From an optimization exercise on the open Yosys and OpenROAD flow, aimed at small area, a short achievable clock period and few clock cycles per item; shortcuts taken in it are not production practice.
In this exercise RTL edits were held to simulation tests only and were not proved equivalent to the original.

Setup of job 1680:
Design mult_unit_top, start of the top module:
module mult_unit_top (
    input  logic        clock,
    input  logic        reset,
    input  logic        issue_valid,
    output logic        issue_ready,
    input  logic [31:0] issue_source_1,
    input  logic [31:0] issue_source_2,
    input  logic [1:0]  issue_func,
    input  logic [5:0]  issue_dest_tag,
    input  logic [3:0]  issue_branch_mask,
    output logic        cdb_valid,
    input  logic        cdb_ready,
    output logic [31:0] cdb_result,
    output logic [5:0]  cdb_dest_tag,
    output logic [3:0]  cdb_branch_mask,
    input  logic [3:0]  squash_mask,
    input  logic [3:0]  clear_mask
);
Size: ~130 I/O pins.
clock: 10.0 ns
lec_check: 0
abc_clock_period_in_ps: 4500
cap_margin: 20
core_margin: 2
core_utilization: 40
setup_slack_margin: 5.0
slew_margin: 20
run.sh (not shown) runs the stock make flow with config.mk's settings and CLKGATE_MAP_FILE= SYNTH_SCRIPT=/design/flow/synth_recipe.tcl, a recipe that flattens the netlist after the stock synthesis.
Testbench counts of job 1680, summed over its fixed seeds: cycles 2,064, items 2,048.
> inputs changed (job 1680 -> job 2665)
diff --git a/flow/config.mk b/flow/config.mk
--- a/flow/config.mk
+++ b/flow/config.mk
@@ -9,5 +9,6 @@
 export CAP_MARGIN = 20
 export CORE_MARGIN = 2
-export CORE_UTILIZATION = 40
+export CORE_UTILIZATION = 65
+export PLACE_DENSITY = 0.78
 export SETUP_SLACK_MARGIN = 5.0
 export SLEW_MARGIN = 20
--- outcome ---
Job 2665 vs job 1680: met3 demand-to-capacity share in global routing up in job 2665. In job 2665, the fmax came out about 0.36% above the value in job 1680. Of job 1680 and job 2665, job 1680 shows the higher cell count, with job 2665 below it. Setup slack of the most critical reg-to-reg path ended up 140 ps lower on job 2665 than on job 1680.
Changes in job 5051 relative to job 2665:
==> flow/flow/run.sh (new file) <==
#!/bin/bash
set -o pipefail
bash standard.sh SETUP_SLACK_MARGIN=5.4 finish > flow.log 2>&1
==> flow/standard.sh (new file) <==
#!/bin/bash
# synth_recipe.tcl (not shown) runs the flow's synth.tcl, then flattens the netlist and writes it again
# the make line also repeats each setting of config.mk as NAME=value (left out here)
make -C /OpenROAD-flow-scripts/flow DESIGN_CONFIG=/design/flow/config.mk WORK_HOME=/design/flow/orfs CLKGATE_MAP_FILE= SYNTH_SCRIPT=/design/flow/synth_recipe.tcl "${@:-finish}"
diff --git a/flow/config.mk b/flow/config.mk
--- a/flow/config.mk
+++ b/flow/config.mk
@@ -9,6 +9,5 @@
 export CAP_MARGIN = 20
 export CORE_MARGIN = 2
-export CORE_UTILIZATION = 65
-export PLACE_DENSITY = 0.78
+export CORE_UTILIZATION = 40
 export SETUP_SLACK_MARGIN = 5.0
 export SLEW_MARGIN = 20
removed: flow/run.sh
Notes after the runs:
Compared job 5051 vs job 2665, and setup slack of the critical path after layout is down in job 5051.
Job 5051 vs job 2665, y dimension of the die went up by 27%.
Routed wire length sits higher in job 5051 than in job 2665.
Vias: job 5051 below job 2665
In the floorplan summary, job 5051 is listed with a die area greater than that of job 2665.
| first-pass GRT wire length | higher: job 5051 |

---

v25:
mult_unit_top, a different RTL version from the one above (not shown whole).
Size in the first run: roughly 3100 cells after synthesis, about 270 flip-flops, ~130 I/O pins, about 32000 um2 of cells after synthesis.
clock: 10.0 ns
lec_check: 0
abc_clock_period_in_ps: 4500
cap_margin: 20
core_margin: 2
core_utilization: 70
place_density: 0.8
setup_slack_margin: 5.0
slew_margin: 20
standard.sh (not shown) runs the stock make flow with config.mk's settings and CLKGATE_MAP_FILE= SYNTH_SCRIPT=/design/flow/synth_recipe.tcl, a recipe that flattens the netlist after the stock synthesis.
==> flow/flow/run.sh <==
#!/bin/bash
set -o pipefail
bash standard.sh SETUP_SLACK_MARGIN=5.25 "BUFFER_PORTS_ARGS=-buffer_cell sky130_fd_sc_hd__buf_2" finish > flow.log 2>&1
v25 has completed all stages; timing, DRC and antenna checks passed.
Testbench counts of v25, summed over its fixed seeds: cycles 2,072, items 2,048.
## Diff of input files: v57 against v25
- changing PLACE_DENSITY from 0.8 to 0.78
- changing CORE_UTILIZATION from 70 to 65
==> flow/flow/run.sh <==
#!/bin/bash
set -o pipefail
bash standard.sh SETUP_SLACK_MARGIN=5.4 "BUFFER_PORTS_ARGS=-buffer_cell sky130_fd_sc_hd__buf_2" finish > flow.log 2>&1
==> comparison <==
v57 went all the way through the flow, and no timing, DRC or antenna check failed. Of v57 and v25, v25 shows the higher wire length on met3, with v57 below it. Sort v57 and v25 by depth of the most critical reg-to-reg path, descending, and v57 comes first. Going from v25 to v57, the layout net count was found to have gone up by 0.77%. Clock tree buffer count of the final layout of v57 exceeds that of v25 by a little under 10%.
The following lists how v35 was set up differently from v57:
==> flow/flow/run.sh <==
#!/bin/bash
set -o pipefail
bash standard.sh SETUP_SLACK_MARGIN=5.25 "BUFFER_PORTS_ARGS=-buffer_cell sky130_fd_sc_hd__buf_2" finish > flow.log 2>&1
==> run summary <==
- Part of the cycle the worst path needs: v35 and v57 compared, lower one is v35
- On setup slack of the most critical reg-to-reg path: between v35 and v57, it ends up higher for v57.
- v35 finished every stage and its layout cleared the timing, design-rule and antenna checks.
- v57 finished all stages; the layout is clean.
- Compare v35 and v57 | detailed route wirelength on metal2 lower: v35
Input changes introduced in v42 (baseline for comparison: v35):
==> flow/flow/run.sh <==
#!/bin/bash
set -o pipefail
bash standard.sh SETUP_SLACK_MARGIN=5.15 "BUFFER_PORTS_ARGS=-buffer_cell sky130_fd_sc_hd__buf_2" finish > flow.log 2>&1
Results
- For v42, the launch point of the worst path was squash_mask[1], unlike v35, where it was squash_mask[0].
- Diff v42..v35 | final period utilization | negligible
- Per the comparison of v42 with v35, first-pass GRT wire length -0.33%, total length of routed met2 wires held steady, transition time of the tightest slew-check pin increased 45 ps, area after synthesis comparable.

static timing again, ports no longer ideal:
In the flow no input, the clock included, has a driving cell. The finished layouts below were timed again as built, in two steps.
Step 1 (the two cells are an assumption about what drives the block):
set clk [get_ports {clock}]
set_driving_cell -lib_cell sky130_fd_sc_hd__clkbuf_16 $clk
set_driving_cell -lib_cell sky130_fd_sc_hd__buf_2 [delete_from_list [all_inputs] $clk]
Step 2, shift: input delay + t, output delay - t, t = (earliest + latest rising clock arrival at the registers) / 2. This alone moves slack from input paths to output paths.
Three values: ideal ports, drivers, drivers and shift; two values: the first two.
run	shift t [ns]	setup slack, ns	latest minus earliest clock arrival (ns)	worst register clock-pin slew, ns	worst slew at a driven data input, ns
job 1680	0.578	4.793 / 4.727 / 4.990	0.018 / 0.018	0.08 / 0.08	0.06
job 2665	0.565	4.811 / 4.754 / 4.853	0.024 / 0.024	0.09 / 0.09	0.06
job 5051	0.574	4.747 / 4.683 / 5.116	0.023 / 0.022	0.09 / 0.09	0.05
v25	0.632	5.132 / 5.093 / 4.982	0.017 / 0.018	0.07 / 0.07	0.05
v57	0.643	5.138 / 5.085 / 4.938	0.017 / 0.017	0.06 / 0.06	0.07
v35	0.626	5.227 / 5.192 / 4.854	0.022 / 0.022	0.07 / 0.07	0.05
v42	0.626	5.217 / 5.187 / 4.834	0.021 / 0.020	0.07 / 0.07	0.05
After both steps every run listed still meets setup and hold. For v42, which loses most, drivers alone change the setup slack by -0.030 ns; drivers and shift together by -0.383 ns.
